This design comes from an exercise in tuning for small area, a short achievable clock period and few clock cycles per item on the open sky130 flow, not from production work. In this exercise RTL edits were held to simulation tests only and were not proved equivalent to the original.

==> flow/design.v <==
`default_nettype none
package dac_cfg_pkg;
    localparam int SAMPLE_W = 10;
    localparam int COE_W    = 10;
    localparam int MAX_COLS = 64;
    localparam int MAX_ROWS = 8;
    localparam int COL_W    = 6;
    localparam int ROW_W    = 3;
    localparam int ACC_W    = 26;
    localparam int DIV_W    = 5;
    localparam int DAC_W    = 10;
    localparam int DAC_MAX  = 1023;
endpackage
`default_nettype wire
`default_nettype none
package dac_bus_pkg;
    typedef struct packed {
        logic        psel;
        logic        penable;
        logic        pwrite;
        logic [15:0] paddr;
        logic [31:0] pwdata;
    } apb_req_t;
    localparam logic [1:0] REGION_CFG = 2'd0;
    localparam logic [1:0] REGION_VEC = 2'd1;
    localparam logic [1:0] REGION_COE = 2'd2;
    localparam logic [1:0] CFG_ROWS = 2'd0;
    localparam logic [1:0] CFG_COLS = 2'd1;
    localparam logic [1:0] CFG_DIV  = 2'd2;
    typedef struct packed {
        logic [1:0]  region;
        logic [11:0] rsvd;
        logic [1:0]  index;
    } cfg_addr_t;
    typedef struct packed {
        logic [1:0] region;
        logic [7:0] rsvd;
        logic [5:0] col;
    } vec_addr_t;
    typedef struct packed {
        logic [1:0] region;
        logic [4:0] rsvd;
        logic [2:0] row;
        logic [5:0] col;
    } coe_addr_t;
    typedef union packed {
        cfg_addr_t cfg;
        vec_addr_t vec;
        coe_addr_t coe;
    } apb_addr_u;
endpackage
`default_nettype wire
`default_nettype none
module sample_ram #(
    parameter int DEPTH = 64,
    parameter int WIDTH = 10
) (
    input  logic                     clk_250MHz,
    input  logic                     wen,
    input  logic [$clog2(DEPTH)-1:0] waddr,
    input  logic [WIDTH-1:0]         wdat,
    input  logic [$clog2(DEPTH)-1:0] raddr,
    output logic [WIDTH-1:0]         rdat
);
    logic [WIDTH-1:0] mem [DEPTH];
    always_ff @(posedge clk_250MHz) begin
        if (wen) begin
            mem[waddr] <= wdat;
        end
    end
    assign rdat = mem[raddr];
endmodule
`default_nettype wire
`default_nettype none
import dac_cfg_pkg::*;
module mac_unit
(
    input  logic                        clk_250MHz,
    input  logic                        clear,
    input  logic                        issue,
    input  logic [SAMPLE_W:0]           x_in,
    input  logic [MAX_ROWS*COE_W-1:0]   y_in,
    output logic                        busy,
    output logic [MAX_ROWS*ACC_W-1:0]   sums
);
    logic                      op_valid;
    logic [SAMPLE_W:0]         x;
    logic [MAX_ROWS*COE_W-1:0] y;
    logic [ACC_W-1:0]          acc [MAX_ROWS];
    assign busy = op_valid;
    always_ff @(posedge clk_250MHz) begin
        if (clear) begin
            op_valid <= 1'b0;
        end else begin
            op_valid <= issue;
        end
        x <= x_in;
        y <= y_in;
    end
    for (genvar r = 0; r < MAX_ROWS; r++) begin : g_lane
        logic signed [SAMPLE_W:0]         xs;
        logic signed [COE_W:0]            ys;
        logic signed [SAMPLE_W+COE_W+1:0] prod;
        assign xs   = x;
        assign ys   = {1'b0, y[r*COE_W +: COE_W]};
        assign prod = xs * ys;
        always_ff @(posedge clk_250MHz) begin
            if (clear) begin
                acc[r] <= '0;
            end else if (op_valid) begin
                acc[r] <= acc[r] + ACC_W'(prod);
            end
        end
        assign sums[r*ACC_W +: ACC_W] = acc[r];
    end
endmodule
`default_nettype wire
`default_nettype none
import dac_cfg_pkg::*;
module dac_divider
(
    input  logic                       clk_250MHz,
    input  logic                       rst,
    input  logic                       go,
    input  logic                       last,
    input  logic [ROW_W-1:0]           row,
    input  logic [MAX_ROWS*ACC_W-1:0]  sums,
    input  logic [DIV_W-1:0]           divisor,
    output logic                       done,
    output logic                       dac_en,
    output logic [ROW_W-1:0]           dac_row,
    output logic [DAC_W-1:0]           dac_sample
);
    localparam int HALF = DAC_W / 2;
    logic [ACC_W-1:0] dividend;
    logic             ovf;
    logic [DIV_W-1:0] rem_a;
    logic [HALF-1:0]  q_a;
    logic [DIV_W-1:0] rem_b;
    logic [HALF-1:0]  q_b;
    logic [DIV_W:0]   t_a;
    logic [DIV_W:0]   t_b;
    logic             v1;
    logic             last1;
    logic [ROW_W-1:0] row1;
    logic             ovf1;
    logic [DIV_W-1:0] rem1;
    logic [HALF-1:0]  qh1;
    logic [HALF-1:0]  low1;
    assign dividend = sums[row*ACC_W +: ACC_W];
    assign ovf = dividend[ACC_W-1:DAC_W] >= (ACC_W-DAC_W)'(divisor);
    always_comb begin
        rem_a = dividend[DAC_W+DIV_W-1:DAC_W];
        for (int i = HALF - 1; i >= 0; i--) begin
            t_a = {rem_a, dividend[HALF+i]};
            q_a[i] = t_a >= {1'b0, divisor};
            rem_a  = q_a[i] ? DIV_W'(t_a - {1'b0, divisor}) : t_a[DIV_W-1:0];
        end
    end
    always_comb begin
        rem_b = rem1;
        for (int i = HALF - 1; i >= 0; i--) begin
            t_b = {rem_b, low1[i]};
            q_b[i] = t_b >= {1'b0, divisor};
            rem_b  = q_b[i] ? DIV_W'(t_b - {1'b0, divisor}) : t_b[DIV_W-1:0];
        end
    end
    always_ff @(posedge clk_250MHz) begin
        if (rst) begin
            v1     <= 1'b0;
            dac_en <= 1'b0;
        end else begin
            v1     <= go;
            dac_en <= v1;
        end
        last1      <= last;
        row1       <= row;
        ovf1       <= ovf;
        rem1       <= rem_a;
        qh1        <= q_a;
        low1       <= dividend[HALF-1:0];
        dac_row    <= row1;
        dac_sample <= ovf1 ? DAC_W'(DAC_MAX) : {qh1, q_b};
    end
    assign done = v1 && last1;
endmodule
`default_nettype wire
`default_nettype none
import dac_cfg_pkg::*;
module mvm_ctrl
(
    input  logic                clk_250MHz,
    input  logic                rst,
    input  logic                trg,
    input  logic [ROW_W:0]      num_rows,
    input  logic [COL_W:0]      num_cols,
    input  logic                req_vec,
    input  logic                req_coe,
    input  logic [COL_W-1:0]    req_col,
    input  logic [SAMPLE_W-1:0] req_dat,
    input  logic                cols_wr,
    input  logic [SAMPLE_W-1:0] vec_rdat,
    input  logic                mac_busy,
    input  logic                div_done,
    output logic [COL_W-1:0]    rd_col,
    output logic                clear,
    output logic                issue,
    output logic [SAMPLE_W:0]   mac_x,
    output logic                out_go,
    output logic [ROW_W-1:0]    out_row,
    output logic                out_last,
    output logic                busy
);
    logic [COL_W:0]   sweep;
    logic [COL_W:0]   cols_eff;
    logic [ROW_W-1:0] rows_last;
    logic             sent;
    logic             commit;
    logic             sweep_go;
    logic             drained;
    assign cols_eff  = (num_cols == '0 || num_cols > (COL_W+1)'(MAX_COLS))
                       ? (COL_W+1)'(MAX_COLS) : num_cols;
    assign rows_last = (num_rows == '0 || num_rows > (ROW_W+1)'(MAX_ROWS))
                       ? ROW_W'(MAX_ROWS - 1) : ROW_W'(num_rows - 1'b1);
    assign commit   = req_vec || req_coe;
    assign clear    = rst || cols_wr || req_coe;
    assign sweep_go = !commit && (sweep < cols_eff);
    assign rd_col   = commit ? req_col : sweep[COL_W-1:0];
    assign issue    = !clear && (req_vec ? ({1'b0, req_col} < sweep) : sweep_go);
    assign mac_x    = req_vec ? ({1'b0, req_dat} - {1'b0, vec_rdat})
                              : {1'b0, vec_rdat};
    always_ff @(posedge clk_250MHz) begin
        if (clear) begin
            sweep <= '0;
        end else if (sweep_go) begin
            sweep <= sweep + 1'b1;
        end
    end
    assign drained  = !sweep_go && !commit && !mac_busy;
    assign out_go   = busy && !sent && drained;
    assign out_last = out_row == rows_last;
    always_ff @(posedge clk_250MHz) begin
        if (rst) begin
            busy    <= 1'b0;
            sent    <= 1'b0;
            out_row <= '0;
        end else begin
            if (!busy) begin
                busy    <= trg;
                sent    <= 1'b0;
                out_row <= '0;
            end else begin
                if (out_go) begin
                    out_row <= out_row + 1'b1;
                    if (out_last) begin
                        sent <= 1'b1;
                    end
                end
                if (div_done) begin
                    busy <= 1'b0;
                end
            end
        end
    end
endmodule
`default_nettype wire
`default_nettype none
import dac_cfg_pkg::*;
import dac_bus_pkg::*;
module apb_loader
(
    input  logic                   clk_250MHz,
    input  logic                   rst,
    input  dac_bus_pkg::apb_req_t  apb,
    input  logic                   engine_idle,
    output logic [31:0]            prdata,
    output logic                   pready,
    output logic                   pslverr,
    output logic                   req_vec,
    output logic                   req_coe,
    output logic [ROW_W-1:0]       req_row,
    output logic [COL_W-1:0]       req_col,
    output logic [SAMPLE_W-1:0]    req_dat,
    output logic                   cols_wr,
    output logic [ROW_W:0]         num_rows,
    output logic [COL_W:0]         num_cols,
    output logic [DIV_W-1:0]       divisor
);
    dac_bus_pkg::apb_addr_u  addr;
    logic [1:0] region;
    logic       bad_addr;
    logic       wr;
    assign addr     = apb.paddr;
    assign region   = addr.cfg.region;
    assign bad_addr = (region == 2'd3) || (region == REGION_CFG && addr.cfg.index == 2'd3);
    assign pready  = apb.psel && apb.penable && engine_idle;
    assign pslverr = pready && bad_addr;
    assign wr      = pready && apb.pwrite && !bad_addr;
    assign cols_wr = wr && region == REGION_CFG && addr.cfg.index == CFG_COLS;
    always_comb begin
        prdata = '0;
        if (region == REGION_CFG) begin
            case (addr.cfg.index)
                CFG_ROWS: prdata = 32'(num_rows);
                CFG_COLS: prdata = 32'(num_cols);
                CFG_DIV:  prdata = 32'(divisor);
                default:  prdata = '0;
            endcase
        end
    end
    always_ff @(posedge clk_250MHz) begin
        if (rst) begin
            num_rows <= {{ROW_W{1'b0}}, 1'b1};
            num_cols <= {{COL_W{1'b0}}, 1'b1};
            divisor  <= {{(DIV_W-1){1'b0}}, 1'b1};
        end else if (wr && region == REGION_CFG) begin
            case (addr.cfg.index)
                CFG_ROWS: num_rows <= apb.pwdata[ROW_W:0];
                CFG_COLS: num_cols <= apb.pwdata[COL_W:0];
                CFG_DIV:  divisor  <= apb.pwdata[DIV_W-1:0];
                default:  ;
            endcase
        end
    end
    always_ff @(posedge clk_250MHz) begin
        if (rst) begin
            req_vec <= 1'b0;
            req_coe <= 1'b0;
        end else begin
            req_vec <= wr && region == REGION_VEC;
            req_coe <= wr && region == REGION_COE;
        end
    end
    always_ff @(posedge clk_250MHz) begin
        if (wr) begin
            req_row <= addr.coe.row;
            req_col <= addr.coe.col;
            req_dat <= apb.pwdata[SAMPLE_W-1:0];
        end
    end
endmodule
`default_nettype wire
`default_nettype none
import dac_cfg_pkg::*;
import dac_bus_pkg::*;
module matrix_dac_top
(
    input  logic          clk_250MHz,
    input  logic          rst,
    input  logic          trg,
    input  logic          psel,
    input  logic          penable,
    input  logic          pwrite,
    input  logic [15:0]   paddr,
    input  logic [31:0]   pwdata,
    output logic [31:0]   prdata,
    output logic          pready,
    output logic          pslverr,
    output logic [1:0]    state,
    output logic          dac_en,
    output logic [2:0]    dac_row,
    output logic [9:0]    dac_sample
);
    dac_bus_pkg::apb_req_t apb;
    assign apb.psel    = psel;
    assign apb.penable = penable;
    assign apb.pwrite  = pwrite;
    assign apb.paddr   = paddr;
    assign apb.pwdata  = pwdata;
    logic                        busy;
    logic                        req_vec;
    logic                        req_coe;
    logic [ROW_W-1:0]            req_row;
    logic [COL_W-1:0]            req_col;
    logic [SAMPLE_W-1:0]         req_dat;
    logic                        cols_wr;
    logic [ROW_W:0]              num_rows;
    logic [COL_W:0]              num_cols;
    logic [DIV_W-1:0]            divisor;
    logic [COL_W-1:0]            rd_col;
    logic [SAMPLE_W-1:0]         vec_rdat;
    logic [MAX_ROWS*COE_W-1:0]   coe_rdat;
    logic                        clear;
    logic                        issue;
    logic [SAMPLE_W:0]           mac_x;
    logic                        mac_busy;
    logic [MAX_ROWS*ACC_W-1:0]   sums;
    logic                        out_go;
    logic [ROW_W-1:0]            out_row;
    logic                        out_last;
    logic                        div_done;
    assign state = {1'b0, busy};
    apb_loader loader_i (
        .clk_250MHz  (clk_250MHz),
        .rst         (rst),
        .apb         (apb),
        .engine_idle (!busy),
        .prdata      (prdata),
        .pready      (pready),
        .pslverr     (pslverr),
        .req_vec     (req_vec),
        .req_coe     (req_coe),
        .req_row     (req_row),
        .req_col     (req_col),
        .req_dat     (req_dat),
        .cols_wr     (cols_wr),
        .num_rows    (num_rows),
        .num_cols    (num_cols),
        .divisor     (divisor)
    );
    sample_ram #(.DEPTH(MAX_COLS), .WIDTH(SAMPLE_W)) vec_ram_i (
        .clk_250MHz (clk_250MHz),
        .wen        (req_vec),
        .waddr      (req_col),
        .wdat       (req_dat),
        .raddr      (rd_col),
        .rdat       (vec_rdat)
    );
    for (genvar r = 0; r < MAX_ROWS; r++) begin : g_coe
        sample_ram #(.DEPTH(MAX_COLS), .WIDTH(COE_W)) coe_ram_i (
            .clk_250MHz (clk_250MHz),
            .wen        (req_coe && req_row == ROW_W'(r)),
            .waddr      (req_col),
            .wdat       (req_dat),
            .raddr      (rd_col),
            .rdat       (coe_rdat[r*COE_W +: COE_W])
        );
    end
    mvm_ctrl ctrl_i (
        .clk_250MHz (clk_250MHz),
        .rst        (rst),
        .trg        (trg),
        .num_rows   (num_rows),
        .num_cols   (num_cols),
        .req_vec    (req_vec),
        .req_coe    (req_coe),
        .req_col    (req_col),
        .req_dat    (req_dat),
        .cols_wr    (cols_wr),
        .vec_rdat   (vec_rdat),
        .mac_busy   (mac_busy),
        .div_done   (div_done),
        .rd_col     (rd_col),
        .clear      (clear),
        .issue      (issue),
        .mac_x      (mac_x),
        .out_go     (out_go),
        .out_row    (out_row),
        .out_last   (out_last),
        .busy       (busy)
    );
    mac_unit mac_i (
        .clk_250MHz (clk_250MHz),
        .clear      (clear),
        .issue      (issue),
        .x_in       (mac_x),
        .y_in       (coe_rdat),
        .busy       (mac_busy),
        .sums       (sums)
    );
    dac_divider div_i (
        .clk_250MHz (clk_250MHz),
        .rst        (rst),
        .go         (out_go),
        .last       (out_last),
        .row        (out_row),
        .sums       (sums),
        .divisor    (divisor),
        .done       (div_done),
        .dac_en     (dac_en),
        .dac_row    (dac_row),
        .dac_sample (dac_sample)
    );
endmodule
`default_nettype wire
==> flow/run.sh <==
#!/bin/bash
# synth_recipe.tcl (not shown) runs the flow's synth.tcl, then flattens the netlist and writes it again
# the make line also repeats each setting of config.mk as NAME=value (left out here)
make -C /OpenROAD-flow-scripts/flow DESIGN_CONFIG=/design/flow/config.mk WORK_HOME=/design/flow/orfs CLKGATE_MAP_FILE= SYNTH_SCRIPT=/design/flow/synth_recipe.tcl finish
==> flow/config.mk <==
export PLATFORM = sky130hd
export DESIGN_NAME = matrix_dac_top
export DESIGN_NICKNAME = matrix_dac_top
export VERILOG_FILES = /design/flow/design.v
export SDC_FILE = /design/flow/constraint.sdc
export NUM_CORES = 4
export LEC_CHECK = 0
export CAP_MARGIN = 20
export CORE_MARGIN = 2
export CORE_UTILIZATION = 30
export PLACE_DENSITY = 0.5
export SLEW_MARGIN = 20
export SYNTH_MEMORY_MAX_BITS = 8192
==> flow/constraint.sdc <==
create_clock -name core_clock -period 10.0 [get_ports {clk_250MHz}]
set_input_delay 2.0000 -clock core_clock [delete_from_list [all_inputs] [get_ports {clk_250MHz}]]
set_output_delay 2.0000 -clock core_clock [all_outputs]
set_load 0.01 [all_outputs]
==> run_results.csv <==
group,metric,value,unit
drt,dr.pass1.iters,5,
clocking,cts-root-to-sink-buffers,4,
grt,grt_start_max_net_pins,188,
drt,drt.antenna.violating_nets,0,
worst_setup_path,worst_setup_path_start_kind,"flip-flop",
timing,final_max_slew_viol_count,0,
timing,max_clock_freq,0.108,GHz
drt,wl_per_cell,26.0,um
grt,grt_pass1_wl,1150000,um
min_path,worst_hold_path_type,"flip-flop to flip-flop",
clocking,cts_tree,"yes",
synth,syn_avg_cell_area,16.3,um^2
worst_setup_path,worst-endpoint-required,11.00,ns
worst_setup_path,crit_type,"flip-flop to flip-flop",
placed_design,post-place-cells,29400,
clocking,h-tree-depth,6,
timing,layout_worst_path_cycle_share,0.928,
clocking,clock_sinks,6144,
cells_and_area,finish.net_count,19100,
grt,number_of_global_route_vias_before_repair,158000,
cells_and_area,layout-drive-gt1-share,0.171,
clocking,postCtsResizedCells,0,
worst_setup_path,element_type_at_the_critical_path_end,"flip-flop",
placed_design,dp_hpwl,504000,um
synth,synth-seq-area-share,0.638,
worst_setup_path,cp_common_cell,"o21ai_0",
timing,timing_worst_slew_pin_value,1.32,ns
synth,mapped_cell_area,0.283,mm^2
outcome,run_status,"finished clean",
drt,drc,0,
timing,finalHoldViolations,0,
worst_setup_path,cp_slowest_stage_delay,0.57,ns
worst_setup_path,critPathMaxFanout,14,
die,die-width,976,um
worst_setup_path,cpMaxStageDelayCell,"mux4_2",
synth,yosysUniqueCellTypes,83,
synth,asyncSetResetFlopFracSynth,0,
cells_and_area,syn_to_final_growth,13.5,%
placed_design,gpl.final_weighted_congestion,0.789,
die,floorplan.io_pins,104,
synth,ys_seq_elements,6144,
job,count_of_max_cap_constraint_violations,0,
clocking,cts-buffers-inserted,674,
clocking,cts_root_buffer_type,"clkbuf_16",
drt,wirelength,797000,um
worst_setup_path,worstPathArrival,10.27,ns
synth,edff_count_synth,5779,
timing,max_slew_margin,0.121,
die,fp-row-count,356,
clocking,post_cts.repair.setup_buffers,0,
grt,globalRouteTotalUtil,0.163,
synth,synth_ff_type,"edfxtp_1",
drt,detail_route.iter0.violations,13500,
die,die_area,0.952,mm^2
clocking,holdBufCountCts,0,
timing,grt_setup_unrepaired,"no",
synth,syn-instance-count,17400,
synth,synthesis.yosys.warnings,6,
clocking,clock_transition_at_the_registers_of_the_reported_paths,0.06,ns
timing,finish_stage_setup_viols,0,
die,initial_utilization,0.301,
clocking,worstSkewPairLatency,1.12,ns
timing,layout_min_cycle_time,9.28,ns
grt,grt_antenna_before_repair,40,
grt,grt_overflow_total,0,
placed_design,io_buffer_count,50,
timing,finalClockSkew,0.0563,ns
timing,fin_tns_setup,0,ns
drt,route.vias.total,153000,
die,chipHeight,976,um
die,core_region_area,0.940,mm^2
drt,viasPerCell,4.99,
cells_and_area,instances_no_fill,30700,
==> cell families after synthesis <==
family / synth area share
flops: 0.638
simple gates: 0.0600
buf+inv: 0.0284
compound gates: 0.0465
mux: 0.124
fa+ha+maj: 0.0910
xor+xnor: 0.0117
other cells: 0.0000132
==> cell usage after synthesis, types with 68 or more instances <==
library cell	count	area share
o21bai_1	68	0.0018
clkbuf_1	781	0.010
ha_1	687	0.030
nor2_1	925	0.012
nand2_1	1283	0.017
nor3_1	83	0.0015
nand3_1	72	0.0013
and3_1	101	0.0022
and2_1	909	0.020
o21ai_0	144	0.0025
inv_1	1098	0.015
a21o_1	148	0.0039
mux4_2	1466	0.12
a31oi_1	203	0.0045
buf_1	136	0.0018
a211oi_1	495	0.013
xnor2_1	274	0.0085
fa_1	858	0.061
xor2_1	105	0.0032
dfxtp_1	365	0.026
a21oi_1	495	0.0087
edfxtp_1	5779	0.61
mux2i_1	158	0.0056
a311oi_1	184	0.0057
==> per-stage QoR <==
step / worst slack (ns) / utilization / hold WS [ns] / instance area (um^2)
floorplan: 0.434 / - / 0.310 / 283000
global placement: 0.306 / 0.319 / 0.317 / 300000
detailed placement: 0.680 / 0.319 / 0.312 / 300000
CTS: 0.653 / 0.341 / 0.324 / 321000
global route: 0.0857 / 0.342 / 0.330 / 321000
finish: 0.721 / 0.342 / 0.324 / 322000
==> final timing paths <==
path / start / slack [ns] / endpoint / cells past startpoint
setup / recovery: ctrl_i.out_row[0] / 0.72 / div_i.rem1[2] / 37
hold / removal: div_i.row1[2] / 0.32 / div_i.dac_row[2] / 0
setup reg to reg: ctrl_i.out_row[0] / 0.72 / div_i.rem1[2] / 37
hold reg to reg: div_i.row1[2] / 0.32 / div_i.dac_row[2] / 0
==> routing by layer <==
layer	wire length (um)	part of all wire	vias up	track usage
met4	16400	0.021	8	0.0340
met3	43800	0.055	859	0.0233
met2	380000	0.48	3950	0.268
met1	357000	0.45	81800	0.232
li1	-	-	66300	-
met5	206	0.00026	-	0
==> cells in the final DEF, fill, tap and decap left out, types with 184 or more instances in the layout <==
cell and n:
a211oi_1 481, a21oi_1 495, a311oi_1 184, a31oi_1 203
and2_1 909, buf_4 345, clkbuf_16 685, dfxtp_1 349
edfxtp_1 5779, fa_1 858, ha_1 687, inv_1 1097
mux4_2 1466, nand2_1 1232, nor2_1 789, xnor2_1 274
==> flip-flops by register name (all words and copies together), names as in the netlist, 10 cells and up <==
register and cells:
loader_i.req_dat 10, vec_ram_i.mem 640, mac_i.acc 208, mac_i.y 80, g_coe.coe_ram_i.mem 5120, mac_i.x 11, div_i.dac_sample 10
==> layout make-up <==
type,instances,area [um^2]
repair buffers,455,4250
flip-flops and latches,6144,181000
multi-input cells,9171,95300
clock buffers,882,18100
diodes,42,105
inverters,1098,4120
well taps,12500,15700
clock inverters,336,3130
fillers,89500,619000
==> worst max-delay path: cells and delay by family (launching register included) <==
family | cells | cell delay (ns)
AND/OR/NAND/NOR | 6 | 0.70
flip-flops | 1 | 0.49
AO/OA/AOI/OAI | 17 | 3.69
adder cells (fa/ha/maj) | 6 | 2.13
buffers and inverters | 2 | 0.22
multiplexers | 6 | 1.90
Testbench counts, summed over its fixed seeds: cycles 9,773, runs 96.

[what the ideal ports hide]
In the flow no input, the clock included, has a driving cell. The finished layout below was timed again as built, in two steps.
Step 1 assumes that a clkbuf_16 drives the clock port and a buf_2 every other input.
Step 2 adds t to the input delays and takes it off the output delays; t is the mean of the earliest and latest rising clock arrival at the registers after step 1. Input paths then give back, and output paths get back, about the clock's delay inside the block.
Slacks: ideal ports / drivers / drivers and shift; pairs: ideal ports / drivers.
t, ns: 1.234
setup slack, ns: 0.721 / 0.721 / 0.721
worst setup path at the end: register to register
clock arrival spread, ns: 0.073 / 0.073
worst data-port slew with drivers (ns): 0.27
After both steps setup and hold are still met in this run. For this run, drivers alone change the setup slack by 0.000 ns; drivers and shift together by 0.000 ns.
